This design comes from an exercise in tuning for small area, a short achievable clock period and few clock cycles per item on the open sky130 flow, not from production work.
Function was checked by simulation only, so behaviour that the tests miss may differ from the original.

==> flow/design.v (outline; a module is shown in full before it is edited, if it fits) <==
// module compass_heading_hard_iron_cal: 1604 lines
module compass_heading_hard_iron_cal (
  input  logic               clk,
  input  logic               rst,
  input  logic               sample_valid,
  output logic               sample_ready,
  input  logic [1:0]         action,
  input  logic signed [15:0] mag_x,
  input  logic signed [15:0] mag_y,
  input  logic signed [15:0] mag_z,
  output logic               result_valid,
  input  logic               result_ready,
  output logic [8:0]         heading_deg,
  output logic signed [15:0] offset_x,
  output logic signed [15:0] offset_y,
  output logic signed [15:0] offset_z
);
  // ...
==> flow/run.sh <==
#!/bin/bash
# synth_recipe.tcl (not shown) runs the flow's synth.tcl, then flattens the netlist and writes it again
# the make line also repeats each setting of config.mk as NAME=value (left out here)
make -C /OpenROAD-flow-scripts/flow DESIGN_CONFIG=/design/flow/config.mk WORK_HOME=/design/flow/orfs CLKGATE_MAP_FILE= SYNTH_SCRIPT=/design/flow/synth_recipe.tcl finish
==> flow/config.mk <==
export PLATFORM = sky130hd
export DESIGN_NAME = compass_heading_hard_iron_cal
export DESIGN_NICKNAME = compass_heading_hard_iron_cal
export VERILOG_FILES = /design/flow/design.v
export SDC_FILE = /design/flow/constraint.sdc
export NUM_CORES = 4
export LEC_CHECK = 0
export CAP_MARGIN = 20
export CORE_MARGIN = 2
export CORE_UTILIZATION = 65
export CTS_CLUSTER_DIAMETER = 80
export CTS_CLUSTER_SIZE = 30
export SETUP_SLACK_MARGIN = 5
export SLEW_MARGIN = 20
==> flow/constraint.sdc <==
create_clock -name core_clock -period 9.0 [get_ports {clk}]
set_input_delay 1.8000 -clock core_clock [delete_from_list [all_inputs] [get_ports {clk}]]
set_output_delay 1.8000 -clock core_clock [all_outputs]
set_load 0.01 [all_outputs]
==> run notes, run 1 <==
Route:
- The sum of met2 wire segment lengths after detailed routing is 109.9 mm.
- The initial detailed-routing violation count is 4982.

Global routing:
- For this run the aggregate overflow at the end of global routing stands at 0.
- For this run, the total global-route usage over all layers was measured as 0.3048.
- In this run the most used layer during global routing was met2.
- The met2 routing resource usage after global routing is 0.5407.

Logic synthesis:
- Sorting the synthesized cells by how often they occur yields 1492 x sky130_fd_sc_hd__dfxtp_1, 959 x sky130_fd_sc_hd__xnor2_1, 914 x sky130_fd_sc_hd__ha_1, 765 x sky130_fd_sc_hd__nor2_1, 678 x sky130_fd_sc_hd__a21oi_1.
- The primary flip-flop cell chosen by synthesis mapping is sky130_fd_sc_hd__dfxtp_1.
- The post-synthesis mux area share is 0.01666.
- Summing every instance area after synthesis gives 91110 sq um.
- The adder-cell share of the synthesized area is 0.1376.

Layout:
- In the final layout, the multi-input gates occupy 53630 sq um.
- The number of sequential storage elements is 1672.
- After the last flow step, the layout net total stands at 10630.
- The signed area change from the synthesized netlist to the final layout is 7.801%.
- Once layout is done, the placed cells without fillers occupy 98220 sq um.
- For this run, the number of standard cells in the final layout without fillers is 11550.

Clocking:
- TritonCTS built the clock tree.

Setup path:
- The critical path in this run is classified as reg2reg.
- Among cell families on the critical path, the largest total delay comes from compound AO/OA/AOI/OAI gates.
- Among all stages on the critical path, the largest delay is contributed by sky130_fd_sc_hd__a211oi_1.
- The length in cells of the worst reg-to-reg path is 12.
- At the worst endpoint, the arrival time is 4.41 ns.

Place:
- The congestion estimate from routability-driven global placement came to 0.9580.
- Detailed placement ended at an HPWL of 175.0 mm.
- The quantity of I/O buffers inserted on ports is 112.

Status:
- The run finished with no timing, DRC or antenna violations.
Testbench counts, summed over its fixed seeds: cycles 7,440, items 7,200.
==> run 2, diff against run 1 <==
--- a/flow/design.v
+++ b/flow/design.v
@@ -75,83 +75,90 @@
   logic signed [42:0] s1_r0_yf;
   logic signed [42:0] s1_r0_ys;
   logic [43:0] s1_r0_xt;
   logic [16:0] s1_r0_xn;
   logic signed [42:0] s1_r0_xs;
   logic [43:0] s1_r0_yt;
   logic signed [15:0] s1_r0_yn;
   logic [0:0] s2_r1_neg;
-  logic [0:0] s2_r1_zr;
+  logic [0:0] s2_r1_zf;
+  logic [0:0] s2_r1_zi;
   logic [0:0] s2_r1_p;
   logic signed [42:0] s2_r1_xf;
   logic signed [42:0] s2_r1_yf;
   logic signed [42:0] s2_r1_ys;
   logic [43:0] s2_r1_xt;
   logic [17:0] s2_r1_xn;
   logic signed [42:0] s2_r1_xs;
   logic [43:0] s2_r1_yt;
   logic signed [16:0] s2_r1_yn;
   logic [0:0] s3_r2_neg;
-  logic [0:0] s3_r2_zr;
+  logic [0:0] s3_r2_zf;
+  logic [1:0] s3_r2_zi;
   logic [0:0] s3_r2_p;
   logic signed [42:0] s3_r2_xf;
   logic signed [42:0] s3_r2_yf;
   logic signed [42:0] s3_r2_ys;
   logic [43:0] s3_r2_xt;
   logic [19:0] s3_r2_xn;
   logic signed [42:0] s3_r2_xs;
   logic [43:0] s3_r2_yt;
   logic signed [17:0] s3_r2_yn;
   logic [0:0] s4_r3_neg;
-  logic [0:0] s4_r3_zr;
+  logic [0:0] s4_r3_zf;
+  logic [1:0] s4_r3_zi;
   logic [0:0] s4_r3_p;
   logic signed [42:0] s4_r3_xf;
   logic signed [42:0] s4_r3_yf;
   logic signed [42:0] s4_r3_ys;
   logic [43:0] s4_r3_xt;
   logic [22:0] s4_r3_xn;
   logic signed [42:0] s4_r3_xs;
   logic [43:0] s4_r3_yt;
   logic signed [19:0] s4_r3_yn;
   logic [0:0] s5_r4_neg;
-  logic [0:0] s5_r4_zr;
+  logic [0:0] s5_r4_zf;
+  logic [2:0] s5_r4_zi;
   logic [0:0] s5_r4_p;
   logic signed [42:0] s5_r4_xf;
   logic signed [42:0] s5_r4_yf;
   logic signed [42:0] s5_r4_ys;
   logic [43:0] s5_r4_xt;
   logic [26:0] s5_r4_xn;
   logic signed [42:0] s5_r4_xs;
   logic [43:0] s5_r4_yt;
   logic signed [23:0] s5_r4_yn;
   logic [0:0] s6_r5_neg;
-  logic [0:0] s6_r5_zr;
+  logic [0:0] s6_r5_zf;
+  logic [2:0] s6_r5_zi;
   logic [0:0] s6_r5_p;
   logic signed [42:0] s6_r5_xf;
   logic signed [42:0] s6_r5_yf;
   logic signed [42:0] s6_r5_ys;
   logic [43:0] s6_r5_xt;
   logic [31:0] s6_r5_xn;
   logic signed [42:0] s6_r5_xs;
   logic [43:0] s6_r5_yt;
   logic signed [27:0] s6_r5_yn;
   logic [0:0] s7_r6_neg;
-  logic [0:0] s7_r6_zr;
+  logic [0:0] s7_r6_zf;
+  logic [2:0] s7_r6_zi;
   logic [0:0] s7_r6_p;
   logic signed [42:0] s7_r6_xf;
   logic signed [42:0] s7_r6_yf;
   logic signed [42:0] s7_r6_ys;
   logic [43:0] s7_r6_xt;
   logic [37:0] s7_r6_xn;
   logic signed [42:0] s7_r6_xs;
   logic [43:0] s7_r6_yt;
   logic signed [32:0] s7_r6_yn;
   logic [0:0] s8_r7_neg;
-  logic [0:0] s8_r7_zr;
+  logic [0:0] s8_r7_zf;
+  logic [2:0] s8_r7_zi;
   logic [0:0] s8_r7_p;
   logic signed [42:0] s8_r7_xf;
   logic signed [42:0] s8_r7_yf;
   logic signed [42:0] s8_r7_ys;
   logic [43:0] s8_r7_xt;
   logic [40:0] s8_r7_xn;
   logic signed [42:0] s8_r7_xs;
   logic [43:0] s8_r7_yt;
@@ -172,17 +179,18 @@
   logic signed [42:0] s10_r9_yf;
   logic signed [42:0] s10_r9_ys;
   logic [43:0] s10_r9_xt;
   logic [40:0] s10_r9_xn;
   logic signed [42:0] s10_r9_xs;
   logic [43:0] s10_r9_yt;
   logic signed [32:0] s10_r9_yn;
   logic [0:0] s11_r10_neg;
-  logic [0:0] s11_r10_zr;
+  logic [0:0] s11_r10_zf;
+  logic [3:0] s11_r10_zi;
   logic [0:0] s11_r10_p;
   logic signed [42:0] s11_r10_xf;
   logic signed [42:0] s11_r10_yf;
   logic signed [42:0] s11_r10_ys;
   logic [43:0] s11_r10_xt;
   logic [40:0] s11_r10_xn;
   logic signed [42:0] s11_r10_xs;
   logic [43:0] s11_r10_yt;
@@ -203,36 +211,39 @@
   logic signed [42:0] s13_r12_yf;
   logic signed [42:0] s13_r12_ys;
   logic [43:0] s13_r12_xt;
   logic [40:0] s13_r12_xn;
   logic signed [42:0] s13_r12_xs;
   logic [43:0] s13_r12_yt;
   logic signed [29:0] s13_r12_yn;
   logic [0:0] s14_r13_neg;
-  logic [0:0] s14_r13_zr;
+  logic [0:0] s14_r13_zf;
+  logic [3:0] s14_r13_zi;
   logic [0:0] s14_r13_p;
   logic signed [42:0] s14_r13_xf;
   logic signed [42:0] s14_r13_yf;
   logic signed [42:0] s14_r13_ys;
   logic [43:0] s14_r13_xt;
   logic [40:0] s14_r13_xn;
   logic signed [42:0] s14_r13_xs;
   logic [43:0] s14_r13_yt;
   logic signed [28:0] s14_r13_yn;
   logic [0:0] s15_r14_neg;
-  logic [0:0] s15_r14_zr;
+  logic [0:0] s15_r14_zf;
+  logic [3:0] s15_r14_zi;
   logic [0:0] s15_r14_p;
   logic signed [42:0] s15_r14_xf;
   logic signed [42:0] s15_r14_yf;
   logic signed [42:0] s15_r14_xs;
   logic [43:0] s15_r14_yt;
   logic signed [27:0] s15_r14_yn;
   logic [0:0] s15_r15_neg;
-  logic [0:0] s15_r15_zr;
+  logic [0:0] s15_r15_zf;
+  logic [3:0] s15_r15_zi;
   logic [0:0] s15_r15_p;
   logic [24:0] s16_kg;
   logic [24:0] s16_kp0;
   logic [24:0] s16_kp4;
   logic [24:0] s16_kp8;
   logic [24:0] s16_kp12;
   logic [24:0] s16_kz;
   logic [0:0] s16_c1;
@@ -431,181 +442,192 @@
   logic [8:0] s17_ah;
   logic [8:0] s17_code;
   assign s0_x0 = mag_y[15] ? -{1'b1, mag_y} : {1'b0, mag_y};
   assign s0_y0 = mag_y[15] ? {mag_x[15], mag_x} : -{mag_x[15], mag_x};
   assign s0_g2 = (mag_y == 16'd0);
   assign s0_g1 = s0_g2 ? mag_x[15] : !mag_y[15];
   assign s0_zr0 = s0_g2 || (mag_x == 16'd0);
   assign s1_r0_neg = p1_Y[16];
-  assign s1_r0_p = !p1_zrs0 && !s1_r0_neg;
+  assign s1_r0_p = !p1_zf && !s1_r0_neg;
   assign s1_r0_xf = {2'd0, p1_X, 24'd0};
   assign s1_r0_yf = {{2{p1_Y[16]}}, p1_Y, 24'd0};
   assign s1_r0_ys = s1_r0_yf >>> 0;
   assign s1_r0_xt = {s1_r0_xf, 1'b1} + {s1_r0_ys ^ {43{s1_r0_neg}}, s1_r0_neg};
   assign s1_r0_xn = s1_r0_xt[41:25];
   assign s1_r0_xs = s1_r0_xf >>> 0;
   assign s1_r0_yt = {s1_r0_yf, 1'b1} + {s1_r0_xs ^ {43{!s1_r0_neg}}, !s1_r0_neg};
   assign s1_r0_yn = s1_r0_yt[40:25];
   assign s2_r1_neg = p2_Y[15];
-  assign s2_r1_zr = p2_zrs0 || (p2_Y == 16'd0);
-  assign s2_r1_p = !s2_r1_zr && !s2_r1_neg;
+  assign s2_r1_zf = p2_zf || (p2_Y == 16'd0);
+  assign s2_r1_zi = p2_zf ? 1'd0 : 1'd1;
+  assign s2_r1_p = !s2_r1_zf && !s2_r1_neg;
   assign s2_r1_xf = {2'd0, p2_X, 24'd0};
   assign s2_r1_yf = {{3{p2_Y[15]}}, p2_Y, 24'd0};
   assign s2_r1_ys = s2_r1_yf >>> 1;
   assign s2_r1_xt = {s2_r1_xf, 1'b1} + {s2_r1_ys ^ {43{s2_r1_neg}}, s2_r1_neg};
   assign s2_r1_xn = s2_r1_xt[41:24];
   assign s2_r1_xs = s2_r1_xf >>> 1;
   assign s2_r1_yt = {s2_r1_yf, 1'b1} + {s2_r1_xs ^ {43{!s2_r1_neg}}, !s2_r1_neg};
   assign s2_r1_yn = s2_r1_yt[40:24];
   assign s3_r2_neg = p3_Y[16];
-  assign s3_r2_zr = p3_zrs1 || (p3_Y == 17'd0);
-  assign s3_r2_p = !s3_r2_zr && !s3_r2_neg;
+  assign s3_r2_zf = p3_zf || (p3_Y == 17'd0);
+  assign s3_r2_zi = p3_zf ? p3_zi : 2'd2;
+  assign s3_r2_p = !s3_r2_zf && !s3_r2_neg;
   assign s3_r2_xf = {2'd0, p3_X, 23'd0};
   assign s3_r2_yf = {{3{p3_Y[16]}}, p3_Y, 23'd0};
   assign s3_r2_ys = s3_r2_yf >>> 2;
   assign s3_r2_xt = {s3_r2_xf, 1'b1} + {s3_r2_ys ^ {43{s3_r2_neg}}, s3_r2_neg};
   assign s3_r2_xn = s3_r2_xt[41:22];
   assign s3_r2_xs = s3_r2_xf >>> 2;
   assign s3_r2_yt = {s3_r2_yf, 1'b1} + {s3_r2_xs ^ {43{!s3_r2_neg}}, !s3_r2_neg};
   assign s3_r2_yn = s3_r2_yt[39:22];
   assign s4_r3_neg = p4_Y[17];
-  assign s4_r3_zr = p4_zrs2 || (p4_Y == 18'd0);
-  assign s4_r3_p = !s4_r3_zr && !s4_r3_neg;
+  assign s4_r3_zf = p4_zf || (p4_Y == 18'd0);
+  assign s4_r3_zi = p4_zf ? p4_zi : 2'd3;
+  assign s4_r3_p = !s4_r3_zf && !s4_r3_neg;
   assign s4_r3_xf = {2'd0, p4_X, 21'd0};
   assign s4_r3_yf = {{4{p4_Y[17]}}, p4_Y, 21'd0};
   assign s4_r3_ys = s4_r3_yf >>> 3;
   assign s4_r3_xt = {s4_r3_xf, 1'b1} + {s4_r3_ys ^ {43{s4_r3_neg}}, s4_r3_neg};
   assign s4_r3_xn = s4_r3_xt[41:19];
   assign s4_r3_xs = s4_r3_xf >>> 3;
   assign s4_r3_yt = {s4_r3_yf, 1'b1} + {s4_r3_xs ^ {43{!s4_r3_neg}}, !s4_r3_neg};
   assign s4_r3_yn = s4_r3_yt[38:19];
   assign s5_r4_neg = p5_Y[19];
-  assign s5_r4_zr = p5_zrs3 || (p5_Y == 20'd0);
-  assign s5_r4_p = !s5_r4_zr && !s5_r4_neg;
+  assign s5_r4_zf = p5_zf || (p5_Y == 20'd0);
+  assign s5_r4_zi = p5_zf ? p5_zi : 3'd4;
+  assign s5_r4_p = !s5_r4_zf && !s5_r4_neg;
   assign s5_r4_xf = {2'd0, p5_X, 18'd0};
   assign s5_r4_yf = {{5{p5_Y[19]}}, p5_Y, 18'd0};
   assign s5_r4_ys = s5_r4_yf >>> 4;
   assign s5_r4_xt = {s5_r4_xf, 1'b1} + {s5_r4_ys ^ {43{s5_r4_neg}}, s5_r4_neg};
   assign s5_r4_xn = s5_r4_xt[41:15];
   assign s5_r4_xs = s5_r4_xf >>> 4;
   assign s5_r4_yt = {s5_r4_yf, 1'b1} + {s5_r4_xs ^ {43{!s5_r4_neg}}, !s5_r4_neg};
   assign s5_r4_yn = s5_r4_yt[38:15];
   assign s6_r5_neg = p6_Y[23];
-  assign s6_r5_zr = p6_zrs4 || (p6_Y == 24'd0);
-  assign s6_r5_p = !s6_r5_zr && !s6_r5_neg;
+  assign s6_r5_zf = p6_zf || (p6_Y == 24'd0);
+  assign s6_r5_zi = p6_zf ? p6_zi : 3'd5;
+  assign s6_r5_p = !s6_r5_zf && !s6_r5_neg;
   assign s6_r5_xf = {2'd0, p6_X, 14'd0};
   assign s6_r5_yf = {{5{p6_Y[23]}}, p6_Y, 14'd0};
   assign s6_r5_ys = s6_r5_yf >>> 5;
   assign s6_r5_xt = {s6_r5_xf, 1'b1} + {s6_r5_ys ^ {43{s6_r5_neg}}, s6_r5_neg};
   assign s6_r5_xn = s6_r5_xt[41:10];
   assign s6_r5_xs = s6_r5_xf >>> 5;
   assign s6_r5_yt = {s6_r5_yf, 1'b1} + {s6_r5_xs ^ {43{!s6_r5_neg}}, !s6_r5_neg};
   assign s6_r5_yn = s6_r5_yt[37:10];
   assign s7_r6_neg = p7_Y[27];
-  assign s7_r6_zr = p7_zrs5 || (p7_Y == 28'd0);
-  assign s7_r6_p = !s7_r6_zr && !s7_r6_neg;
+  assign s7_r6_zf = p7_zf || (p7_Y == 28'd0);
+  assign s7_r6_zi = p7_zf ? p7_zi : 3'd6;
+  assign s7_r6_p = !s7_r6_zf && !s7_r6_neg;
   assign s7_r6_xf = {2'd0, p7_X, 9'd0};
   assign s7_r6_yf = {{6{p7_Y[27]}}, p7_Y, 9'd0};
   assign s7_r6_ys = s7_r6_yf >>> 6;
   assign s7_r6_xt = {s7_r6_xf, 1'b1} + {s7_r6_ys ^ {43{s7_r6_neg}}, s7_r6_neg};
   assign s7_r6_xn = s7_r6_xt[41:4];
   assign s7_r6_xs = s7_r6_xf >>> 6;
   assign s7_r6_yt = {s7_r6_yf, 1'b1} + {s7_r6_xs ^ {43{!s7_r6_neg}}, !s7_r6_neg};
   assign s7_r6_yn = s7_r6_yt[36:4];
   assign s8_r7_neg = p8_Y[32];
-  assign s8_r7_zr = p8_zrs6 || (p8_Y == 33'd0);
-  assign s8_r7_p = !s8_r7_zr && !s8_r7_neg;
+  assign s8_r7_zf = p8_zf || (p8_Y == 33'd0);
+  assign s8_r7_zi = p8_zf ? p8_zi : 3'd7;
+  assign s8_r7_p = !s8_r7_zf && !s8_r7_neg;
   assign s8_r7_xf = {2'd0, p8_X, 3'd0};
   assign s8_r7_yf = {{7{p8_Y[32]}}, p8_Y, 3'd0};
   assign s8_r7_ys = s8_r7_yf >>> 7;
   assign s8_r7_xt = {s8_r7_xf, 1'b1} + {s8_r7_ys ^ {43{s8_r7_neg}}, s8_r7_neg};
   assign s8_r7_xn = s8_r7_xt[41:1];
   assign s8_r7_xs = s8_r7_xf >>> 7;
   assign s8_r7_yt = {s8_r7_yf, 1'b1} + {s8_r7_xs ^ {43{!s8_r7_neg}}, !s8_r7_neg};
   assign s8_r7_yn = s8_r7_yt[35:1];
   assign s9_r8_neg = p9_Y[34];
-  assign s9_r8_p = !p9_zrs7 && !s9_r8_neg;
+  assign s9_r8_p = !p9_zf && !s9_r8_neg;
   assign s9_r8_xf = {2'd0, p9_X};
   assign s9_r8_yf = {{8{p9_Y[34]}}, p9_Y};
   assign s9_r8_ys = s9_r8_yf >>> 8;
   assign s9_r8_xt = {s9_r8_xf, 1'b1} + {s9_r8_ys ^ {43{s9_r8_neg}}, s9_r8_neg};
   assign s9_r8_xn = s9_r8_xt[41:1];
   assign s9_r8_xs = s9_r8_xf >>> 8;
   assign s9_r8_yt = {s9_r8_yf, 1'b1} + {s9_r8_xs ^ {43{!s9_r8_neg}}, !s9_r8_neg};
   assign s9_r8_yn = s9_r8_yt[34:1];
   assign s10_r9_neg = p10_Y[33];
-  assign s10_r9_p = !p10_zrs7 && !s10_r9_neg;
+  assign s10_r9_p = !p10_zf && !s10_r9_neg;
   assign s10_r9_xf = {2'd0, p10_X};
   assign s10_r9_yf = {{9{p10_Y[33]}}, p10_Y};
   assign s10_r9_ys = s10_r9_yf >>> 9;
   assign s10_r9_xt = {s10_r9_xf, 1'b1} + {s10_r9_ys ^ {43{s10_r9_neg}}, s10_r9_neg};
   assign s10_r9_xn = s10_r9_xt[41:1];
   assign s10_r9_xs = s10_r9_xf >>> 9;
   assign s10_r9_yt = {s10_r9_yf, 1'b1} + {s10_r9_xs ^ {43{!s10_r9_neg}}, !s10_r9_neg};
   assign s10_r9_yn = s10_r9_yt[33:1];
   assign s11_r10_neg = p11_Y[32];
-  assign s11_r10_zr = p11_zrs7 || (p11_Y == 33'd0);
-  assign s11_r10_p = !s11_r10_zr && !s11_r10_neg;
+  assign s11_r10_zf = p11_zf || (p11_Y == 33'd0);
+  assign s11_r10_zi = p11_zf ? p11_zi : 4'd8;
+  assign s11_r10_p = !s11_r10_zf && !s11_r10_neg;
   assign s11_r10_xf = {2'd0, p11_X};
   assign s11_r10_yf = {{10{p11_Y[32]}}, p11_Y};
   assign s11_r10_ys = s11_r10_yf >>> 10;
   assign s11_r10_xt = {s11_r10_xf, 1'b1} + {s11_r10_ys ^ {43{s11_r10_neg}}, s11_r10_neg};
   assign s11_r10_xn = s11_r10_xt[41:1];
   assign s11_r10_xs = s11_r10_xf >>> 10;
   assign s11_r10_yt = {s11_r10_yf, 1'b1} + {s11_r10_xs ^ {43{!s11_r10_neg}}, !s11_r10_neg};
   assign s11_r10_yn = s11_r10_yt[32:1];
   assign s12_r11_neg = p12_Y[31];
-  assign s12_r11_p = !p12_zrs10 && !s12_r11_neg;
+  assign s12_r11_p = !p12_zf && !s12_r11_neg;
   assign s12_r11_xf = {2'd0, p12_X};
   assign s12_r11_yf = {{11{p12_Y[31]}}, p12_Y};
   assign s12_r11_ys = s12_r11_yf >>> 11;
   assign s12_r11_xt = {s12_r11_xf, 1'b1} + {s12_r11_ys ^ {43{s12_r11_neg}}, s12_r11_neg};
   assign s12_r11_xn = s12_r11_xt[41:1];
   assign s12_r11_xs = s12_r11_xf >>> 11;
   assign s12_r11_yt = {s12_r11_yf, 1'b1} + {s12_r11_xs ^ {43{!s12_r11_neg}}, !s12_r11_neg};
   assign s12_r11_yn = s12_r11_yt[31:1];
   assign s13_r12_neg = p13_Y[30];
-  assign s13_r12_p = !p13_zrs10 && !s13_r12_neg;
+  assign s13_r12_p = !p13_zf && !s13_r12_neg;
   assign s13_r12_xf = {2'd0, p13_X};
   assign s13_r12_yf = {{12{p13_Y[30]}}, p13_Y};
   assign s13_r12_ys = s13_r12_yf >>> 12;
   assign s13_r12_xt = {s13_r12_xf, 1'b1} + {s13_r12_ys ^ {43{s13_r12_neg}}, s13_r12_neg};
   assign s13_r12_xn = s13_r12_xt[41:1];
   assign s13_r12_xs = s13_r12_xf >>> 12;
   assign s13_r12_yt = {s13_r12_yf, 1'b1} + {s13_r12_xs ^ {43{!s13_r12_neg}}, !s13_r12_neg};
   assign s13_r12_yn = s13_r12_yt[30:1];
   assign s14_r13_neg = p14_Y[29];
-  assign s14_r13_zr = p14_zrs10 || (p14_Y == 30'd0);
-  assign s14_r13_p = !s14_r13_zr && !s14_r13_neg;
+  assign s14_r13_zf = p14_zf || (p14_Y == 30'd0);
+  assign s14_r13_zi = p14_zf ? p14_zi : 4'd9;
+  assign s14_r13_p = !s14_r13_zf && !s14_r13_neg;
   assign s14_r13_xf = {2'd0, p14_X};
   assign s14_r13_yf = {{13{p14_Y[29]}}, p14_Y};
   assign s14_r13_ys = s14_r13_yf >>> 13;
   assign s14_r13_xt = {s14_r13_xf, 1'b1} + {s14_r13_ys ^ {43{s14_r13_neg}}, s14_r13_neg};
   assign s14_r13_xn = s14_r13_xt[41:1];
   assign s14_r13_xs = s14_r13_xf >>> 13;
   assign s14_r13_yt = {s14_r13_yf, 1'b1} + {s14_r13_xs ^ {43{!s14_r13_neg}}, !s14_r13_neg};
   assign s14_r13_yn = s14_r13_yt[29:1];
   assign s15_r14_neg = p15_Y[28];
-  assign s15_r14_zr = p15_zrs13 || (p15_Y == 29'd0);
-  assign s15_r14_p = !s15_r14_zr && !s15_r14_neg;
+  assign s15_r14_zf = p15_zf || (p15_Y == 29'd0);
+  assign s15_r14_zi = p15_zf ? p15_zi : 4'd10;
+  assign s15_r14_p = !s15_r14_zf && !s15_r14_neg;
   assign s15_r14_xf = {2'd0, p15_X};
   assign s15_r14_yf = {{14{p15_Y[28]}}, p15_Y};
   assign s15_r14_xs = s15_r14_xf >>> 14;
   assign s15_r14_yt = {s15_r14_yf, 1'b1} + {s15_r14_xs ^ {43{!s15_r14_neg}}, !s15_r14_neg};
   assign s15_r14_yn = s15_r14_yt[28:1];
   assign s15_r15_neg = s15_r14_yn[27];
-  assign s15_r15_zr = s15_r14_zr || (s15_r14_yn == 28'd0);
-  assign s15_r15_p = !s15_r15_zr && !s15_r15_neg;
+  assign s15_r15_zf = s15_r14_zf || (s15_r14_yn == 28'd0);
+  assign s15_r15_zi = s15_r14_zf ? s15_r14_zi : 4'd11;
+  assign s15_r15_p = !s15_r15_zf && !s15_r15_neg;
   assign s16_kg = (p16_g1 ? (p16_g2 ? 25'd5250664 : 25'd32906856) : (p16_g2 ? 25'd27008616 : 25'd21110376));
   assign s16_kp0 = (p16_p0 ? (p16_p1 ? (p16_p2 ? (p16_p3 ? 25'd12153822 : 25'd11219932) : (p16_p3 ? 25'd10314064 : 25'd9380174)) : (p16_p2 ? (p16_p3 ? 25'd8671888 : 25'd7737998) : (p16_p3 ? 25'd6832130 : 25'd5898240))) : (p16_p1 ? (p16_p2 ? (p16_p3 ? 25'd6255582 : 25'd5321692) : (p16_p3 ? 25'd4415824 : 25'd3481934)) : (p16_p2 ? (p16_p3 ? 25'd2773648 : 25'd1839758) : (p16_p3 ? 25'd933890 : 25'd0))));
   assign s16_kp4 = (p16_p4 ? (p16_p5 ? (p16_p6 ? (p16_p7 ? 25'd879368 : 25'd820698) : (p16_p7 ? 25'd762036 : 25'd703366)) : (p16_p6 ? (p16_p7 ? 25'd644760 : 25'd586090) : (p16_p7 ? 25'd527428 : 25'd468758))) : (p16_p5 ? (p16_p6 ? (p16_p7 ? 25'd410610 : 25'd351940) : (p16_p7 ? 25'd293278 : 25'd234608)) : (p16_p6 ? (p16_p7 ? 25'd176002 : 25'd117332) : (p16_p7 ? 25'd58670 : 25'd0))));
   assign s16_kp8 = (p16_p8 ? (p16_p9 ? (p16_p10 ? (p16_p11 ? 25'd55004 : 25'd51338) : (p16_p11 ? 25'd47670 : 25'd44004)) : (p16_p10 ? (p16_p11 ? 25'd40336 : 25'd36670) : (p16_p11 ? 25'd33002 : 25'd29336))) : (p16_p9 ? (p16_p10 ? (p16_p11 ? 25'd25668 : 25'd22002) : (p16_p11 ? 25'd18334 : 25'd14668)) : (p16_p10 ? (p16_p11 ? 25'd11000 : 25'd7334) : (p16_p11 ? 25'd3666 : 25'd0))));
   assign s16_kp12 = (p16_p12 ? (p16_p13 ? (p16_p14 ? (p16_p15 ? 25'd3438 : 25'd3208) : (p16_p15 ? 25'd2980 : 25'd2750)) : (p16_p14 ? (p16_p15 ? 25'd2522 : 25'd2292) : (p16_p15 ? 25'd2064 : 25'd1834))) : (p16_p13 ? (p16_p14 ? (p16_p15 ? 25'd1604 : 25'd1374) : (p16_p15 ? 25'd1146 : 25'd916)) : (p16_p14 ? (p16_p15 ? 25'd688 : 25'd458) : (p16_p15 ? 25'd230 : 25'd0))));
-  assign s16_kz = p16_zrs0 ? 25'd6545816 : (p16_zrs1 ? 25'd3596696 : (p16_zrs2 ? 25'd1855729 : (p16_zrs3 ? 25'd935850 : (p16_zrs4 ? 25'd468905 : (p16_zrs5 ? 25'd234526 : (p16_zrs6 ? 25'd117222 : (p16_zrs7 ? 25'd58556 : (p16_zrs10 ? 25'd7219 : (p16_zrs13 ? 25'd802 : (p16_zrs14 ? 25'd344 : (p16_zrs15 ? 25'd115 : (25'd0))))))))))));
+  assign s16_kz = p16_zf ? ((p16_zi == 4'd0) ? 25'd6545816 : ((p16_zi == 4'd1) ? 25'd3596696 : ((p16_zi == 4'd2) ? 25'd1855729 : ((p16_zi == 4'd3) ? 25'd935850 : ((p16_zi == 4'd4) ? 25'd468905 : ((p16_zi == 4'd5) ? 25'd234526 : ((p16_zi == 4'd6) ? 25'd117222 : ((p16_zi == 4'd7) ? 25'd58556 : ((p16_zi == 4'd8) ? 25'd7219 : ((p16_zi == 4'd9) ? 25'd802 : ((p16_zi == 4'd10) ? 25'd344 : ((p16_zi == 4'd11) ? 25'd115 : (25'd0))))))))))))) : 25'd0;
   assign s16_c1 = s16_kg[0] ^ s16_kp0[0] ^ s16_kp4[0];
   assign s16_c2 = (s16_kg[0] & s16_kp0[0]) | (s16_kg[0] & s16_kp4[0]) | (s16_kp0[0] & s16_kp4[0]);
   assign s16_c3 = s16_kp8[0] ^ s16_kp12[0] ^ s16_kz[0];
   assign s16_c4 = (s16_kp8[0] & s16_kp12[0]) | (s16_kp8[0] & s16_kz[0]) | (s16_kp12[0] & s16_kz[0]);
   assign s16_c5 = s16_kg[1] ^ s16_kp0[1] ^ s16_kp4[1];
   assign s16_c6 = (s16_kg[1] & s16_kp0[1]) | (s16_kg[1] & s16_kp4[1]) | (s16_kp0[1] & s16_kp4[1]);
   assign s16_c7 = s16_kp8[1] ^ s16_kp12[1] ^ s16_kz[1];
   assign s16_c8 = (s16_kp8[1] & s16_kp12[1]) | (s16_kp8[1] & s16_kz[1]) | (s16_kp12[1] & s16_kz[1]);
@@ -804,652 +826,508 @@
     endcase
   end
   logic [0:0] p1_v;
   logic [1:0] p1_tag;
   logic [16:0] p1_X;
   logic signed [16:0] p1_Y;
   logic [0:0] p1_g1;
   logic [0:0] p1_g2;
-  logic [0:0] p1_zrs0;
+  logic [0:0] p1_zf;
   logic [0:0] p2_v;
   logic [1:0] p2_tag;
   logic [16:0] p2_X;
   logic signed [15:0] p2_Y;
   logic [0:0] p2_g1;
   logic [0:0] p2_g2;
-  logic [0:0] p2_zrs0;
+  logic [0:0] p2_zf;
   logic [0:0] p2_p0;
   logic [0:0] p3_v;
   logic [1:0] p3_tag;
   logic [17:0] p3_X;
   logic signed [16:0] p3_Y;
   logic [0:0] p3_g1;
   logic [0:0] p3_g2;
-  logic [0:0] p3_zrs0;
-  logic [0:0] p3_zrs1;
+  logic [0:0] p3_zf;
   logic [0:0] p3_p0;
   logic [0:0] p3_p1;
+  logic [0:0] p3_zi;
   logic [0:0] p4_v;
   logic [1:0] p4_tag;
   logic [19:0] p4_X;
   logic signed [17:0] p4_Y;
   logic [0:0] p4_g1;
   logic [0:0] p4_g2;
-  logic [0:0] p4_zrs0;
-  logic [0:0] p4_zrs1;
-  logic [0:0] p4_zrs2;
+  logic [0:0] p4_zf;
   logic [0:0] p4_p0;
   logic [0:0] p4_p1;
   logic [0:0] p4_p2;
+  logic [1:0] p4_zi;
   logic [0:0] p5_v;
   logic [1:0] p5_tag;
   logic [22:0] p5_X;
   logic signed [19:0] p5_Y;
   logic [0:0] p5_g1;
   logic [0:0] p5_g2;
-  logic [0:0] p5_zrs0;
-  logic [0:0] p5_zrs1;
-  logic [0:0] p5_zrs2;
-  logic [0:0] p5_zrs3;
+  logic [0:0] p5_zf;
   logic [0:0] p5_p0;
   logic [0:0] p5_p1;
   logic [0:0] p5_p2;
   logic [0:0] p5_p3;
+  logic [1:0] p5_zi;
   logic [0:0] p6_v;
   logic [1:0] p6_tag;
   logic [26:0] p6_X;
   logic signed [23:0] p6_Y;
   logic [0:0] p6_g1;
   logic [0:0] p6_g2;
-  logic [0:0] p6_zrs0;
-  logic [0:0] p6_zrs1;
-  logic [0:0] p6_zrs2;
-  logic [0:0] p6_zrs3;
-  logic [0:0] p6_zrs4;
+  logic [0:0] p6_zf;
   logic [0:0] p6_p0;
   logic [0:0] p6_p1;
   logic [0:0] p6_p2;
   logic [0:0] p6_p3;
   logic [0:0] p6_p4;
+  logic [2:0] p6_zi;
   logic [0:0] p7_v;
   logic [1:0] p7_tag;
   logic [31:0] p7_X;
   logic signed [27:0] p7_Y;
   logic [0:0] p7_g1;
   logic [0:0] p7_g2;
-  logic [0:0] p7_zrs0;
-  logic [0:0] p7_zrs1;
-  logic [0:0] p7_zrs2;
-  logic [0:0] p7_zrs3;
-  logic [0:0] p7_zrs4;
-  logic [0:0] p7_zrs5;
+  logic [0:0] p7_zf;
   logic [0:0] p7_p0;
   logic [0:0] p7_p1;
   logic [0:0] p7_p2;
   logic [0:0] p7_p3;
   logic [0:0] p7_p4;
   logic [0:0] p7_p5;
+  logic [2:0] p7_zi;
   logic [0:0] p8_v;
   logic [1:0] p8_tag;
   logic [37:0] p8_X;
   logic signed [32:0] p8_Y;
   logic [0:0] p8_g1;
   logic [0:0] p8_g2;
-  logic [0:0] p8_zrs0;
-  logic [0:0] p8_zrs1;
-  logic [0:0] p8_zrs2;
-  logic [0:0] p8_zrs3;
-  logic [0:0] p8_zrs4;
-  logic [0:0] p8_zrs5;
-  logic [0:0] p8_zrs6;
+  logic [0:0] p8_zf;
   logic [0:0] p8_p0;
   logic [0:0] p8_p1;
   logic [0:0] p8_p2;
   logic [0:0] p8_p3;
   logic [0:0] p8_p4;
   logic [0:0] p8_p5;
   logic [0:0] p8_p6;
+  logic [2:0] p8_zi;
   logic [0:0] p9_v;
   logic [1:0] p9_tag;
   logic [40:0] p9_X;
   logic signed [34:0] p9_Y;
   logic [0:0] p9_g1;
   logic [0:0] p9_g2;
-  logic [0:0] p9_zrs0;
-  logic [0:0] p9_zrs1;
-  logic [0:0] p9_zrs2;
-  logic [0:0] p9_zrs3;
-  logic [0:0] p9_zrs4;
-  logic [0:0] p9_zrs5;
-  logic [0:0] p9_zrs6;
-  logic [0:0] p9_zrs7;
+  logic [0:0] p9_zf;
   logic [0:0] p9_p0;
   logic [0:0] p9_p1;
   logic [0:0] p9_p2;
   logic [0:0] p9_p3;
   logic [0:0] p9_p4;
   logic [0:0] p9_p5;
   logic [0:0] p9_p6;
   logic [0:0] p9_p7;
+  logic [2:0] p9_zi;
   logic [0:0] p10_v;
   logic [1:0] p10_tag;
   logic [40:0] p10_X;
   logic signed [33:0] p10_Y;
   logic [0:0] p10_g1;
   logic [0:0] p10_g2;
-  logic [0:0] p10_zrs0;
-  logic [0:0] p10_zrs1;
-  logic [0:0] p10_zrs2;
-  logic [0:0] p10_zrs3;
-  logic [0:0] p10_zrs4;
-  logic [0:0] p10_zrs5;
-  logic [0:0] p10_zrs6;
-  logic [0:0] p10_zrs7;
+  logic [0:0] p10_zf;
   logic [0:0] p10_p0;
   logic [0:0] p10_p1;
   logic [0:0] p10_p2;
   logic [0:0] p10_p3;
   logic [0:0] p10_p4;
   logic [0:0] p10_p5;
   logic [0:0] p10_p6;
   logic [0:0] p10_p7;
   logic [0:0] p10_p8;
+  logic [2:0] p10_zi;
   logic [0:0] p11_v;
   logic [1:0] p11_tag;
   logic [40:0] p11_X;
   logic signed [32:0] p11_Y;
   logic [0:0] p11_g1;
   logic [0:0] p11_g2;
-  logic [0:0] p11_zrs0;
-  logic [0:0] p11_zrs1;
-  logic [0:0] p11_zrs2;
-  logic [0:0] p11_zrs3;
-  logic [0:0] p11_zrs4;
-  logic [0:0] p11_zrs5;
-  logic [0:0] p11_zrs6;
-  logic [0:0] p11_zrs7;
+  logic [0:0] p11_zf;
   logic [0:0] p11_p0;
   logic [0:0] p11_p1;
   logic [0:0] p11_p2;
   logic [0:0] p11_p3;
   logic [0:0] p11_p4;
   logic [0:0] p11_p5;
   logic [0:0] p11_p6;
   logic [0:0] p11_p7;
   logic [0:0] p11_p8;
   logic [0:0] p11_p9;
+  logic [2:0] p11_zi;
   logic [0:0] p12_v;
   logic [1:0] p12_tag;
   logic [40:0] p12_X;
   logic signed [31:0] p12_Y;
   logic [0:0] p12_g1;
   logic [0:0] p12_g2;
-  logic [0:0] p12_zrs0;
-  logic [0:0] p12_zrs1;
-  logic [0:0] p12_zrs2;
-  logic [0:0] p12_zrs3;
-  logic [0:0] p12_zrs4;
-  logic [0:0] p12_zrs5;
-  logic [0:0] p12_zrs6;
-  logic [0:0] p12_zrs7;
-  logic [0:0] p12_zrs10;
+  logic [0:0] p12_zf;
   logic [0:0] p12_p0;
   logic [0:0] p12_p1;
   logic [0:0] p12_p2;
   logic [0:0] p12_p3;
   logic [0:0] p12_p4;
   logic [0:0] p12_p5;
   logic [0:0] p12_p6;
   logic [0:0] p12_p7;
   logic [0:0] p12_p8;
   logic [0:0] p12_p9;
   logic [0:0] p12_p10;
+  logic [3:0] p12_zi;
   logic [0:0] p13_v;
   logic [1:0] p13_tag;
   logic [40:0] p13_X;
   logic signed [30:0] p13_Y;
   logic [0:0] p13_g1;
   logic [0:0] p13_g2;
-  logic [0:0] p13_zrs0;
-  logic [0:0] p13_zrs1;
-  logic [0:0] p13_zrs2;
-  logic [0:0] p13_zrs3;
-  logic [0:0] p13_zrs4;
-  logic [0:0] p13_zrs5;
-  logic [0:0] p13_zrs6;
-  logic [0:0] p13_zrs7;
-  logic [0:0] p13_zrs10;
+  logic [0:0] p13_zf;
   logic [0:0] p13_p0;
   logic [0:0] p13_p1;
   logic [0:0] p13_p2;
   logic [0:0] p13_p3;
   logic [0:0] p13_p4;
   logic [0:0] p13_p5;
   logic [0:0] p13_p6;
   logic [0:0] p13_p7;
   logic [0:0] p13_p8;
   logic [0:0] p13_p9;
   logic [0:0] p13_p10;
   logic [0:0] p13_p11;
+  logic [3:0] p13_zi;
   logic [0:0] p14_v;
   logic [1:0] p14_tag;
   logic [40:0] p14_X;
   logic signed [29:0] p14_Y;
   logic [0:0] p14_g1;
   logic [0:0] p14_g2;
-  logic [0:0] p14_zrs0;
-  logic [0:0] p14_zrs1;
-  logic [0:0] p14_zrs2;
-  logic [0:0] p14_zrs3;
-  logic [0:0] p14_zrs4;
-  logic [0:0] p14_zrs5;
-  logic [0:0] p14_zrs6;
-  logic [0:0] p14_zrs7;
-  logic [0:0] p14_zrs10;
+  logic [0:0] p14_zf;
   logic [0:0] p14_p0;
   logic [0:0] p14_p1;
   logic [0:0] p14_p2;
   logic [0:0] p14_p3;
   logic [0:0] p14_p4;
   logic [0:0] p14_p5;
   logic [0:0] p14_p6;
   logic [0:0] p14_p7;
   logic [0:0] p14_p8;
   logic [0:0] p14_p9;
   logic [0:0] p14_p10;
   logic [0:0] p14_p11;
   logic [0:0] p14_p12;
+  logic [3:0] p14_zi;
   logic [0:0] p15_v;
   logic [1:0] p15_tag;
   logic [40:0] p15_X;
   logic signed [28:0] p15_Y;
   logic [0:0] p15_g1;
   logic [0:0] p15_g2;
-  logic [0:0] p15_zrs0;
-  logic [0:0] p15_zrs1;
-  logic [0:0] p15_zrs2;
-  logic [0:0] p15_zrs3;
-  logic [0:0] p15_zrs4;
-  logic [0:0] p15_zrs5;
-  logic [0:0] p15_zrs6;
-  logic [0:0] p15_zrs7;
-  logic [0:0] p15_zrs10;
-  logic [0:0] p15_zrs13;
+  logic [0:0] p15_zf;
   logic [0:0] p15_p0;
   logic [0:0] p15_p1;
   logic [0:0] p15_p2;
   logic [0:0] p15_p3;
   logic [0:0] p15_p4;
   logic [0:0] p15_p5;
   logic [0:0] p15_p6;
   logic [0:0] p15_p7;
   logic [0:0] p15_p8;
   logic [0:0] p15_p9;
   logic [0:0] p15_p10;
   logic [0:0] p15_p11;
   logic [0:0] p15_p12;
   logic [0:0] p15_p13;
+  logic [3:0] p15_zi;
   logic [0:0] p16_v;
   logic [1:0] p16_tag;
   logic [0:0] p16_g1;
   logic [0:0] p16_g2;
-  logic [0:0] p16_zrs0;
-  logic [0:0] p16_zrs1;
-  logic [0:0] p16_zrs2;
-  logic [0:0] p16_zrs3;
-  logic [0:0] p16_zrs4;
-  logic [0:0] p16_zrs5;
-  logic [0:0] p16_zrs6;
-  logic [0:0] p16_zrs7;
-  logic [0:0] p16_zrs10;
-  logic [0:0] p16_zrs13;
-  logic [0:0] p16_zrs14;
-  logic [0:0] p16_zrs15;
+  logic [0:0] p16_zf;
   logic [0:0] p16_p0;
   logic [0:0] p16_p1;
   logic [0:0] p16_p2;
   logic [0:0] p16_p3;
   logic [0:0] p16_p4;
   logic [0:0] p16_p5;
   logic [0:0] p16_p6;
   logic [0:0] p16_p7;
   logic [0:0] p16_p8;
   logic [0:0] p16_p9;
   logic [0:0] p16_p10;
   logic [0:0] p16_p11;
   logic [0:0] p16_p12;
   logic [0:0] p16_p13;
   logic [0:0] p16_p14;
   logic [0:0] p16_p15;
+  logic [3:0] p16_zi;
   logic [0:0] p17_v;
   logic [1:0] p17_tag;
   logic [24:0] p17_ra;
   logic [24:0] p17_rb;
   logic [0:0] p18_v;
   logic [1:0] p18_tag;
   logic [8:0] p18_code;
   always_ff @(posedge clk) begin
     if (rst) p1_v <= 1'b0; else p1_v <= in_fire;
     p1_tag <= action;
     p1_X <= s0_x0;
     p1_Y <= s0_y0;
     p1_g1 <= s0_g1;
     p1_g2 <= s0_g2;
-    p1_zrs0 <= s0_zr0;
+    p1_zf <= s0_zr0;
     if (rst) p2_v <= 1'b0; else p2_v <= p1_v;
     p2_tag <= p1_tag;
     p2_X <= s1_r0_xn;
     p2_Y <= s1_r0_yn;
     p2_g1 <= p1_g1;
     p2_g2 <= p1_g2;
-    p2_zrs0 <= p1_zrs0;
+    p2_zf <= p1_zf;
     p2_p0 <= s1_r0_p;
     if (rst) p3_v <= 1'b0; else p3_v <= p2_v;
     p3_tag <= p2_tag;
     p3_X <= s2_r1_xn;
     p3_Y <= s2_r1_yn;
     p3_g1 <= p2_g1;
     p3_g2 <= p2_g2;
-    p3_zrs0 <= p2_zrs0;
-    p3_zrs1 <= s2_r1_zr;
+    p3_zf <= s2_r1_zf;
     p3_p0 <= p2_p0;
     p3_p1 <= s2_r1_p;
+    p3_zi <= s2_r1_zi;
     if (rst) p4_v <= 1'b0; else p4_v <= p3_v;
     p4_tag <= p3_tag;
     p4_X <= s3_r2_xn;
     p4_Y <= s3_r2_yn;
     p4_g1 <= p3_g1;
     p4_g2 <= p3_g2;
-    p4_zrs0 <= p3_zrs0;
-    p4_zrs1 <= p3_zrs1;
-    p4_zrs2 <= s3_r2_zr;
+    p4_zf <= s3_r2_zf;
     p4_p0 <= p3_p0;
     p4_p1 <= p3_p1;
     p4_p2 <= s3_r2_p;
+    p4_zi <= s3_r2_zi;
     if (rst) p5_v <= 1'b0; else p5_v <= p4_v;
     p5_tag <= p4_tag;
     p5_X <= s4_r3_xn;
     p5_Y <= s4_r3_yn;
     p5_g1 <= p4_g1;
     p5_g2 <= p4_g2;
-    p5_zrs0 <= p4_zrs0;
-    p5_zrs1 <= p4_zrs1;
-    p5_zrs2 <= p4_zrs2;
-    p5_zrs3 <= s4_r3_zr;
+    p5_zf <= s4_r3_zf;
     p5_p0 <= p4_p0;
     p5_p1 <= p4_p1;
     p5_p2 <= p4_p2;
     p5_p3 <= s4_r3_p;
+    p5_zi <= s4_r3_zi;
     if (rst) p6_v <= 1'b0; else p6_v <= p5_v;
     p6_tag <= p5_tag;
     p6_X <= s5_r4_xn;
     p6_Y <= s5_r4_yn;
     p6_g1 <= p5_g1;
     p6_g2 <= p5_g2;
-    p6_zrs0 <= p5_zrs0;
-    p6_zrs1 <= p5_zrs1;
-    p6_zrs2 <= p5_zrs2;
-    p6_zrs3 <= p5_zrs3;
-    p6_zrs4 <= s5_r4_zr;
+    p6_zf <= s5_r4_zf;
     p6_p0 <= p5_p0;
     p6_p1 <= p5_p1;
     p6_p2 <= p5_p2;
     p6_p3 <= p5_p3;
     p6_p4 <= s5_r4_p;
+    p6_zi <= s5_r4_zi;
     if (rst) p7_v <= 1'b0; else p7_v <= p6_v;
     p7_tag <= p6_tag;
     p7_X <= s6_r5_xn;
     p7_Y <= s6_r5_yn;
     p7_g1 <= p6_g1;
     p7_g2 <= p6_g2;
-    p7_zrs0 <= p6_zrs0;
-    p7_zrs1 <= p6_zrs1;
-    p7_zrs2 <= p6_zrs2;
-    p7_zrs3 <= p6_zrs3;
-    p7_zrs4 <= p6_zrs4;
-    p7_zrs5 <= s6_r5_zr;
+    p7_zf <= s6_r5_zf;
     p7_p0 <= p6_p0;
     p7_p1 <= p6_p1;
     p7_p2 <= p6_p2;
     p7_p3 <= p6_p3;
     p7_p4 <= p6_p4;
     p7_p5 <= s6_r5_p;
+    p7_zi <= s6_r5_zi;
     if (rst) p8_v <= 1'b0; else p8_v <= p7_v;
     p8_tag <= p7_tag;
     p8_X <= s7_r6_xn;
     p8_Y <= s7_r6_yn;
     p8_g1 <= p7_g1;
     p8_g2 <= p7_g2;
-    p8_zrs0 <= p7_zrs0;
-    p8_zrs1 <= p7_zrs1;
-    p8_zrs2 <= p7_zrs2;
-    p8_zrs3 <= p7_zrs3;
-    p8_zrs4 <= p7_zrs4;
-    p8_zrs5 <= p7_zrs5;
-    p8_zrs6 <= s7_r6_zr;
+    p8_zf <= s7_r6_zf;
     p8_p0 <= p7_p0;
     p8_p1 <= p7_p1;
     p8_p2 <= p7_p2;
     p8_p3 <= p7_p3;
     p8_p4 <= p7_p4;
     p8_p5 <= p7_p5;
     p8_p6 <= s7_r6_p;
+    p8_zi <= s7_r6_zi;
     if (rst) p9_v <= 1'b0; else p9_v <= p8_v;
     p9_tag <= p8_tag;
     p9_X <= s8_r7_xn;
     p9_Y <= s8_r7_yn;
     p9_g1 <= p8_g1;
     p9_g2 <= p8_g2;
-    p9_zrs0 <= p8_zrs0;
-    p9_zrs1 <= p8_zrs1;
-    p9_zrs2 <= p8_zrs2;
-    p9_zrs3 <= p8_zrs3;
-    p9_zrs4 <= p8_zrs4;
-    p9_zrs5 <= p8_zrs5;
-    p9_zrs6 <= p8_zrs6;
-    p9_zrs7 <= s8_r7_zr;
+    p9_zf <= s8_r7_zf;
     p9_p0 <= p8_p0;
     p9_p1 <= p8_p1;
     p9_p2 <= p8_p2;
     p9_p3 <= p8_p3;
     p9_p4 <= p8_p4;
     p9_p5 <= p8_p5;
     p9_p6 <= p8_p6;
     p9_p7 <= s8_r7_p;
+    p9_zi <= s8_r7_zi;
     if (rst) p10_v <= 1'b0; else p10_v <= p9_v;
     p10_tag <= p9_tag;
     p10_X <= s9_r8_xn;
     p10_Y <= s9_r8_yn;
     p10_g1 <= p9_g1;
     p10_g2 <= p9_g2;
-    p10_zrs0 <= p9_zrs0;
-    p10_zrs1 <= p9_zrs1;
-    p10_zrs2 <= p9_zrs2;
-    p10_zrs3 <= p9_zrs3;
-    p10_zrs4 <= p9_zrs4;
-    p10_zrs5 <= p9_zrs5;
-    p10_zrs6 <= p9_zrs6;
-    p10_zrs7 <= p9_zrs7;
+    p10_zf <= p9_zf;
     p10_p0 <= p9_p0;
     p10_p1 <= p9_p1;
     p10_p2 <= p9_p2;
     p10_p3 <= p9_p3;
     p10_p4 <= p9_p4;
     p10_p5 <= p9_p5;
     p10_p6 <= p9_p6;
     p10_p7 <= p9_p7;
     p10_p8 <= s9_r8_p;
+    p10_zi <= p9_zi;
     if (rst) p11_v <= 1'b0; else p11_v <= p10_v;
     p11_tag <= p10_tag;
     p11_X <= s10_r9_xn;
     p11_Y <= s10_r9_yn;
     p11_g1 <= p10_g1;
     p11_g2 <= p10_g2;
-    p11_zrs0 <= p10_zrs0;
-    p11_zrs1 <= p10_zrs1;
-    p11_zrs2 <= p10_zrs2;
-    p11_zrs3 <= p10_zrs3;
-    p11_zrs4 <= p10_zrs4;
-    p11_zrs5 <= p10_zrs5;
-    p11_zrs6 <= p10_zrs6;
-    p11_zrs7 <= p10_zrs7;
+    p11_zf <= p10_zf;
     p11_p0 <= p10_p0;
     p11_p1 <= p10_p1;
     p11_p2 <= p10_p2;
     p11_p3 <= p10_p3;
     p11_p4 <= p10_p4;
     p11_p5 <= p10_p5;
     p11_p6 <= p10_p6;
     p11_p7 <= p10_p7;
     p11_p8 <= p10_p8;
     p11_p9 <= s10_r9_p;
+    p11_zi <= p10_zi;
     if (rst) p12_v <= 1'b0; else p12_v <= p11_v;
     p12_tag <= p11_tag;
     p12_X <= s11_r10_xn;
     p12_Y <= s11_r10_yn;
     p12_g1 <= p11_g1;
     p12_g2 <= p11_g2;
-    p12_zrs0 <= p11_zrs0;
-    p12_zrs1 <= p11_zrs1;
-    p12_zrs2 <= p11_zrs2;
-    p12_zrs3 <= p11_zrs3;
-    p12_zrs4 <= p11_zrs4;
-    p12_zrs5 <= p11_zrs5;
-    p12_zrs6 <= p11_zrs6;
-    p12_zrs7 <= p11_zrs7;
-    p12_zrs10 <= s11_r10_zr;
+    p12_zf <= s11_r10_zf;
     p12_p0 <= p11_p0;
     p12_p1 <= p11_p1;
     p12_p2 <= p11_p2;
     p12_p3 <= p11_p3;
     p12_p4 <= p11_p4;
     p12_p5 <= p11_p5;
     p12_p6 <= p11_p6;
     p12_p7 <= p11_p7;
     p12_p8 <= p11_p8;
     p12_p9 <= p11_p9;
     p12_p10 <= s11_r10_p;
+    p12_zi <= s11_r10_zi;
     if (rst) p13_v <= 1'b0; else p13_v <= p12_v;
     p13_tag <= p12_tag;
     p13_X <= s12_r11_xn;
     p13_Y <= s12_r11_yn;
     p13_g1 <= p12_g1;
     p13_g2 <= p12_g2;
-    p13_zrs0 <= p12_zrs0;
-    p13_zrs1 <= p12_zrs1;
-    p13_zrs2 <= p12_zrs2;
-    p13_zrs3 <= p12_zrs3;
-    p13_zrs4 <= p12_zrs4;
-    p13_zrs5 <= p12_zrs5;
-    p13_zrs6 <= p12_zrs6;
-    p13_zrs7 <= p12_zrs7;
-    p13_zrs10 <= p12_zrs10;
+    p13_zf <= p12_zf;
     p13_p0 <= p12_p0;
     p13_p1 <= p12_p1;
     p13_p2 <= p12_p2;
     p13_p3 <= p12_p3;
     p13_p4 <= p12_p4;
     p13_p5 <= p12_p5;
     p13_p6 <= p12_p6;
     p13_p7 <= p12_p7;
     p13_p8 <= p12_p8;
     p13_p9 <= p12_p9;
     p13_p10 <= p12_p10;
     p13_p11 <= s12_r11_p;
+    p13_zi <= p12_zi;
     if (rst) p14_v <= 1'b0; else p14_v <= p13_v;
     p14_tag <= p13_tag;
     p14_X <= s13_r12_xn;
     p14_Y <= s13_r12_yn;
     p14_g1 <= p13_g1;
     p14_g2 <= p13_g2;
-    p14_zrs0 <= p13_zrs0;
-    p14_zrs1 <= p13_zrs1;
-    p14_zrs2 <= p13_zrs2;
-    p14_zrs3 <= p13_zrs3;
-    p14_zrs4 <= p13_zrs4;
-    p14_zrs5 <= p13_zrs5;
-    p14_zrs6 <= p13_zrs6;
-    p14_zrs7 <= p13_zrs7;
-    p14_zrs10 <= p13_zrs10;
+    p14_zf <= p13_zf;
     p14_p0 <= p13_p0;
     p14_p1 <= p13_p1;
     p14_p2 <= p13_p2;
     p14_p3 <= p13_p3;
     p14_p4 <= p13_p4;
     p14_p5 <= p13_p5;
     p14_p6 <= p13_p6;
     p14_p7 <= p13_p7;
     p14_p8 <= p13_p8;
     p14_p9 <= p13_p9;
     p14_p10 <= p13_p10;
     p14_p11 <= p13_p11;
     p14_p12 <= s13_r12_p;
+    p14_zi <= p13_zi;
     if (rst) p15_v <= 1'b0; else p15_v <= p14_v;
     p15_tag <= p14_tag;
     p15_X <= s14_r13_xn;
     p15_Y <= s14_r13_yn;
     p15_g1 <= p14_g1;
     p15_g2 <= p14_g2;
-    p15_zrs0 <= p14_zrs0;
-    p15_zrs1 <= p14_zrs1;
-    p15_zrs2 <= p14_zrs2;
-    p15_zrs3 <= p14_zrs3;
-    p15_zrs4 <= p14_zrs4;
-    p15_zrs5 <= p14_zrs5;
-    p15_zrs6 <= p14_zrs6;
-    p15_zrs7 <= p14_zrs7;
-    p15_zrs10 <= p14_zrs10;
-    p15_zrs13 <= s14_r13_zr;
+    p15_zf <= s14_r13_zf;
     p15_p0 <= p14_p0;
     p15_p1 <= p14_p1;
     p15_p2 <= p14_p2;
     p15_p3 <= p14_p3;
     p15_p4 <= p14_p4;
     p15_p5 <= p14_p5;
     p15_p6 <= p14_p6;
     p15_p7 <= p14_p7;
     p15_p8 <= p14_p8;
     p15_p9 <= p14_p9;
     p15_p10 <= p14_p10;
     p15_p11 <= p14_p11;
     p15_p12 <= p14_p12;
     p15_p13 <= s14_r13_p;
+    p15_zi <= s14_r13_zi;
     if (rst) p16_v <= 1'b0; else p16_v <= p15_v;
     p16_tag <= p15_tag;
     p16_g1 <= p15_g1;
     p16_g2 <= p15_g2;
-    p16_zrs0 <= p15_zrs0;
-    p16_zrs1 <= p15_zrs1;
-    p16_zrs2 <= p15_zrs2;
-    p16_zrs3 <= p15_zrs3;
-    p16_zrs4 <= p15_zrs4;
-    p16_zrs5 <= p15_zrs5;
-    p16_zrs6 <= p15_zrs6;
-    p16_zrs7 <= p15_zrs7;
-    p16_zrs10 <= p15_zrs10;
-    p16_zrs13 <= p15_zrs13;
-    p16_zrs14 <= s15_r14_zr;
-    p16_zrs15 <= s15_r15_zr;
+    p16_zf <= s15_r15_zf;
     p16_p0 <= p15_p0;
     p16_p1 <= p15_p1;
     p16_p2 <= p15_p2;
     p16_p3 <= p15_p3;
     p16_p4 <= p15_p4;
     p16_p5 <= p15_p5;
     p16_p6 <= p15_p6;
     p16_p7 <= p15_p7;
     p16_p8 <= p15_p8;
     p16_p9 <= p15_p9;
     p16_p10 <= p15_p10;
     p16_p11 <= p15_p11;
     p16_p12 <= p15_p12;
     p16_p13 <= p15_p13;
     p16_p14 <= s15_r14_p;
     p16_p15 <= s15_r15_p;
+    p16_zi <= s15_r15_zi;
     if (rst) p17_v <= 1'b0; else p17_v <= p16_v;
     p17_tag <= p16_tag;
     p17_ra <= s16_ra;
     p17_rb <= s16_rb;
     if (rst) p18_v <= 1'b0; else p18_v <= p17_v;
     p18_tag <= p17_tag;
     p18_code <= s17_code;
   end
==> flow/flow/run.sh (new file) <==
#!/bin/bash
set -o pipefail
bash standard.sh SETUP_SLACK_MARGIN=5.7 finish > standard_flow.log 2>&1
==> flow/standard.sh (new file) <==
#!/bin/bash
# synth_recipe.tcl (not shown) runs the flow's synth.tcl, then flattens the netlist and writes it again
# the make line also repeats each setting of config.mk as NAME=value (left out here)
make -C /OpenROAD-flow-scripts/flow DESIGN_CONFIG=/design/flow/config.mk WORK_HOME=/design/flow/orfs CLKGATE_MAP_FILE= SYNTH_SCRIPT=/design/flow/synth_recipe.tcl "${@:-finish}"
==> flow/config.mk (replaced) <==
export PLATFORM = sky130hd
export DESIGN_NAME = compass_heading_hard_iron_cal
export DESIGN_NICKNAME = compass_heading_hard_iron_cal
export VERILOG_FILES = /design/flow/design.v
export SDC_FILE = /design/flow/constraint.sdc
export NUM_CORES = 4
export LEC_CHECK = 0
export CAP_MARGIN = 20
export CORE_MARGIN = 2
export CORE_UTILIZATION = 65
export CTS_CLUSTER_DIAMETER = 70
export CTS_CLUSTER_SIZE = 25
export SETUP_SLACK_MARGIN = 5
export SLEW_MARGIN = 20
removed: flow/run.sh
==> run 2 against run 1 <==
Net effect: still clean on timing, DRC and antenna; worst hold slack improved by 0.0011 ns; critical endpoint is now p13_Y[30]; critical path type unchanged; setup slack better by 0.15 ns; via count increased by 8.6%; register-to-register slack better by 0.15 ns; global-route usage increased by 3.1 points; final cell count rose by 4.0%.
==> run notes, run 2 <==
Setup path:
- The most critical setup path has its startpoint at p12_Y[31].
- The largest fanout of any net on the critical path is 7.
- The critical path crosses 14 cells after its start point.
- The worst endpoint data arrival time is 4.45 ns (+0.04 ns).
- The number of buffer and inverter instances along the worst setup path is 1.
- The library cell contributing the largest single delay on the critical path is sky130_fd_sc_hd__or4b_4.
- The slack of the worst reg-to-reg path is 5.21 ns.
- The launch instance of the worst register-to-register path is p12_Y[31].
- The stage delay of the slowest cell on the critical path is 0.52 ns.
- The launching element type of the critical path is a register.
- The length in cells of the worst reg-to-reg path is 14 (+2).
- For the worst setup path, the data required time is 9.65 ns.
- The destination of the critical timing path is p13_Y[30].
- The kind of cell adding the most delay to the critical path is compound AO/OA/AOI/OAI gates.
- The critical path is of the reg2reg type.
- The worst setup path is captured at a register.
- The endpoint of the worst-slack reg-to-reg timing path is p13_Y[30].
- Walking the worst path, the cells encountered are buf_8, xnor2_2, ha_1, o21a_1, o31ai_4, a22o_1, o221ai_4, a41o_1, a211oi_2, o31ai_2, or4b_4, a31o_1, a21oi_2, xor2_2.

Hold path:
- The tightest min-delay check is of the reg2reg type.
- The worst hold path was traced through 0 stages.

Route:
- The post-detailed-route wirelength per cell is 21.85 um.
- The number of detailed-route iterations in the first pass is 5.
- The post-route DRC violation count is 0.
- The final layout contains routed wiring with a total length of 262.5 mm.
- The count of nets left with antenna violations once routing finished came out at 0.
- The routed via count is 74410.
- The detailed-route vias per instance is 6.194.
- The initial detailed-routing violation count is 6335 (+27%).

Layout:
- The number of nets in the finished design came to 11150 (+5.0%).
- In the final layout, the share of cells above drive strength 1 is 0.1822.
- The count of inserted antenna diode cells is 0.
- From synthesis to final layout, the design area changed by 21.34%.
- Leaving out fill and tap cells, the most frequent cell in the layout is sky130_fd_sc_hd__dfxtp_1.
- The top cell types in the final layout, fill and taps aside, are 1396 x sky130_fd_sc_hd__dfxtp_1, 937 x sky130_fd_sc_hd__xnor2_1, 807 x sky130_fd_sc_hd__ha_1.

STA:
- The peak clock frequency supported by timing is 263.7 MHz.
- Setup repair after global routing could not meet its margin everywhere.
- The count of endpoints failing setup in the final report is 0.
- The number of pins with negative max-slew slack in the final report came to 0.
- Clock skew on the completed layout was measured at 0.03234 ns.
- In the final timing run, aggregate negative setup slack is 0 ns.
- The final critical-path setup slack is 5.208 ns.
- Measured against its own limit, the worst slew margin works out to 0.08696.
- The post-layout minimum cycle time is 3.792 ns.
- The final clock period utilization by the worst path is 0.4214.
- At the pin with the least slew margin, the transition time is 1.365 ns.
- The final hold violation count is 0.

Floorplan:
- The die span in x is 377.1 um.
- Measured along the y axis, the die boundary spans 377.1 um.
- The top-level I/O count is 113.
- In this run the standard cell core region covers 137800 sq um.
- The die covers 142200 sq um.
- The effective utilization at floorplan is 0.6563.
- The number of placement rows is 136.

Global routing:
- The number of global-route vias before repair came to 69720.
- The first global-routing pass estimated 382.3 mm of wire.
- Entering global routing, the biggest net connects 116 pins.
- The number of antenna violations at the first check in global routing is 9.
- The global-route usage over all layers came to 0.3361 (+0.03137).
- The residual overflow from global routing is 0 (unchanged).

Logic synthesis:
- Yosys attributes the largest share of cell area to sky130_fd_sc_hd__dfxtp_1 32%, sky130_fd_sc_hd__ha_1 13%, sky130_fd_sc_hd__xnor2_1 9.8%, sky130_fd_sc_hd__edfxtp_1 6.0%, sky130_fd_sc_hd__xor2_1 5.2%.
- The share of the Yosys chip area taken by registers is 0.3806.
- The netlist uses 120 different library cells.
- Synthesis handed over a netlist of 9495 instances.
- In this run, synthesis produced a sequential element count of 1630.
- A synthesized cell averages 9.527 sq um.
- After synthesis, the most frequently instantiated cells are 1450 x sky130_fd_sc_hd__dfxtp_1, 1014 x sky130_fd_sc_hd__xnor2_1, 922 x sky130_fd_sc_hd__ha_1, 728 x sky130_fd_sc_hd__nor2_1, 642 x sky130_fd_sc_hd__a21oi_1.
- The share of flip-flops with an asynchronous set or reset is 0.
- The area of the mapped netlist is 90460 sq um (-0.72%).
- The number of nets produced by synthesis is 10530.
- The most numerous cell in the Yosys netlist is sky130_fd_sc_hd__dfxtp_1.
- In this run, synthesis inferred 180 flip-flops with an integrated enable.
- The synthesized design spends more area on one cell type than any other, namely sky130_fd_sc_hd__dfxtp_1.
- The share of synthesized area in the top cell type comes to 0.3209.
- The Yosys warning count is 1.
- The primary flip-flop cell chosen by synthesis mapping is sky130_fd_sc_hd__dfxtp_1.

Clocking:
- The number of levels in the clock H-tree is 3.
- The clock sink count is 1630.
- The number of buffers between clock root and the deepest sink is 3.
- TritonCTS created 110 clock buffers.
- For the worst-skew pair, the clock arrives at the later sink with an insertion delay of 0.78 ns.
- The clock transition at the registers of the reported paths is 0.09 ns.
- TritonCTS built the clock tree.
- Hold repair after CTS inserted 0 buffers.
- CTS placed an instance of sky130_fd_sc_hd__clkbuf_16 at the clock tree root.

Place:
- The post-DP HPWL was 175.1 mm (about the same).
- The routability congestion estimate is 0.9644 (+0.67%).
- The quantity of I/O buffers inserted on ports is 112 (unchanged).
- OpenSTA, run right after detailed placement, puts the worst setup slack at 4.245 ns.

Status:
- The flow ran to the end and the layout has no timing, DRC or antenna violations.

Run:
- Across the run, the number of max-cap violations was 0.
==> run 2: changes by cell type in the layout (fill, tap and decap cells not counted), moves of 55 or more <==
| cell | delta |
|---|---|
| sky130_fd_sc_hd__nor2_1 | -75 |
| sky130_fd_sc_hd__buf_4 | +439 |
| sky130_fd_sc_hd__dfxtp_1 | -78 |
| sky130_fd_sc_hd__o21ai_0 | -93 |
| sky130_fd_sc_hd__a21oi_2 | +132 |
| sky130_fd_sc_hd__ha_4 | +62 |
| sky130_fd_sc_hd__nand3_1 | -67 |
| sky130_fd_sc_hd__clkdlybuf4s50_1 | -60 |
| sky130_fd_sc_hd__ha_1 | -102 |
| sky130_fd_sc_hd__a21oi_1 | -191 |
| sky130_fd_sc_hd__xor2_1 | -68 |
| sky130_fd_sc_hd__xnor2_2 | +55 |
==> run 2: through the flow <==
step / hold WS (ns) / cells / utilization / cell area [sq um]
2_1_floorplan: 0.3096 / 9495 / - / 91250
3_3_place_gp: 0.3099 / 11200 / 0.6788 / 93560
3_5_place_dp: 0.3121 / 11200 / 0.6790 / 93590
4_1_cts: 0.3134 / 11720 / 0.7515 / 103600
5_1_grt: 0.3262 / 12010 / 0.7963 / 109800
6_report: 0.3202 / 12010 / 0.7963 / 109800
==> run 2: repair_timing <==
action,in CTS,in global routing
setup endpoints to repair,732,403
cloned,35,15
resized for setup,698,724
buffers inserted,276,277
pin swaps,336,498
==> run 2: logic make-up after synthesis <==
group                      synth area share
AOI/OAI and AO/OA                    0.1525
xor gates and xnor gates             0.1505
adders and majority gates            0.1398
buffers and inverters               0.02813
DFF                                  0.3806
muxes                               0.01675
other                            0.00004145
and+or+nand+nor                      0.1317
==> run 2: worst min path at each step <==
stage / from / endpoint
floorplan: p9_g1 / p10_g1
global placement: p13_p1 / p14_p1
detailed placement: p12_p9 / p13_p9
CTS: p11_g1 / p12_g1
global route: p11_g1 / p12_g1
finish: p11_g1 / p12_g1
==> run 2: routing by layer <==
layer | up-vias | share of wire | track usage
met1 | 35740 | 0.41 | 0.4320
met2 | 2982 | 0.47 | 0.5728
met3 | 865 | 0.072 | 0.05196
li1 | 34810 | - | -
met5 | - | 0.00018 | 0
met4 | 8 | 0.049 | 0.1182
==> run 2: final cells by class <==
cell class / count / area (sq um)
multi-input combinational: 7223 / 59890
inverter: 417 / 1585
clock inverter: 88 / 1135
sequential: 1630 / 34560
clock buffer: 119 / 2828
tap: 1794 / 2245
fill: 8663 / 28070
timing repair buffer: 741 / 7520
Testbench counts of run 2, summed over its fixed seeds: cycles 7,440, items 7,200.

[static timing again, ports no longer ideal]
The flow's constraints put no driver on any port. The routed layouts listed below were extracted and timed again, unchanged, in two steps. Step 1 assumes that a clkbuf_16 drives the clock port and a buf_2 every other input. Step 2 adds t to the input delays and takes it off the output delays; t is the mean of the earliest and latest rising clock arrival at the registers after step 1. Input paths then give back, and output paths get back, about the clock's delay inside the block. Three values: ideal ports, drivers, drivers and shift; two values: the first two.
| run | shift t [ns] | setup WS [ns] | worst data-port slew with drivers (ns) | cell pins on the clock port's net |
|---|---|---|---|---|
| run 1 | 0.834 | 5.054 / 5.054 / 4.488 | 0.08 | 1 |
| run 2 | 0.841 | 5.208 / 5.208 / 4.944 | 0.06 | 1 |
After both steps every run listed still meets setup and hold. The setup slack of run 1, which loses most, moves by 0.000 ns with the drivers and by -0.566 ns with both steps.
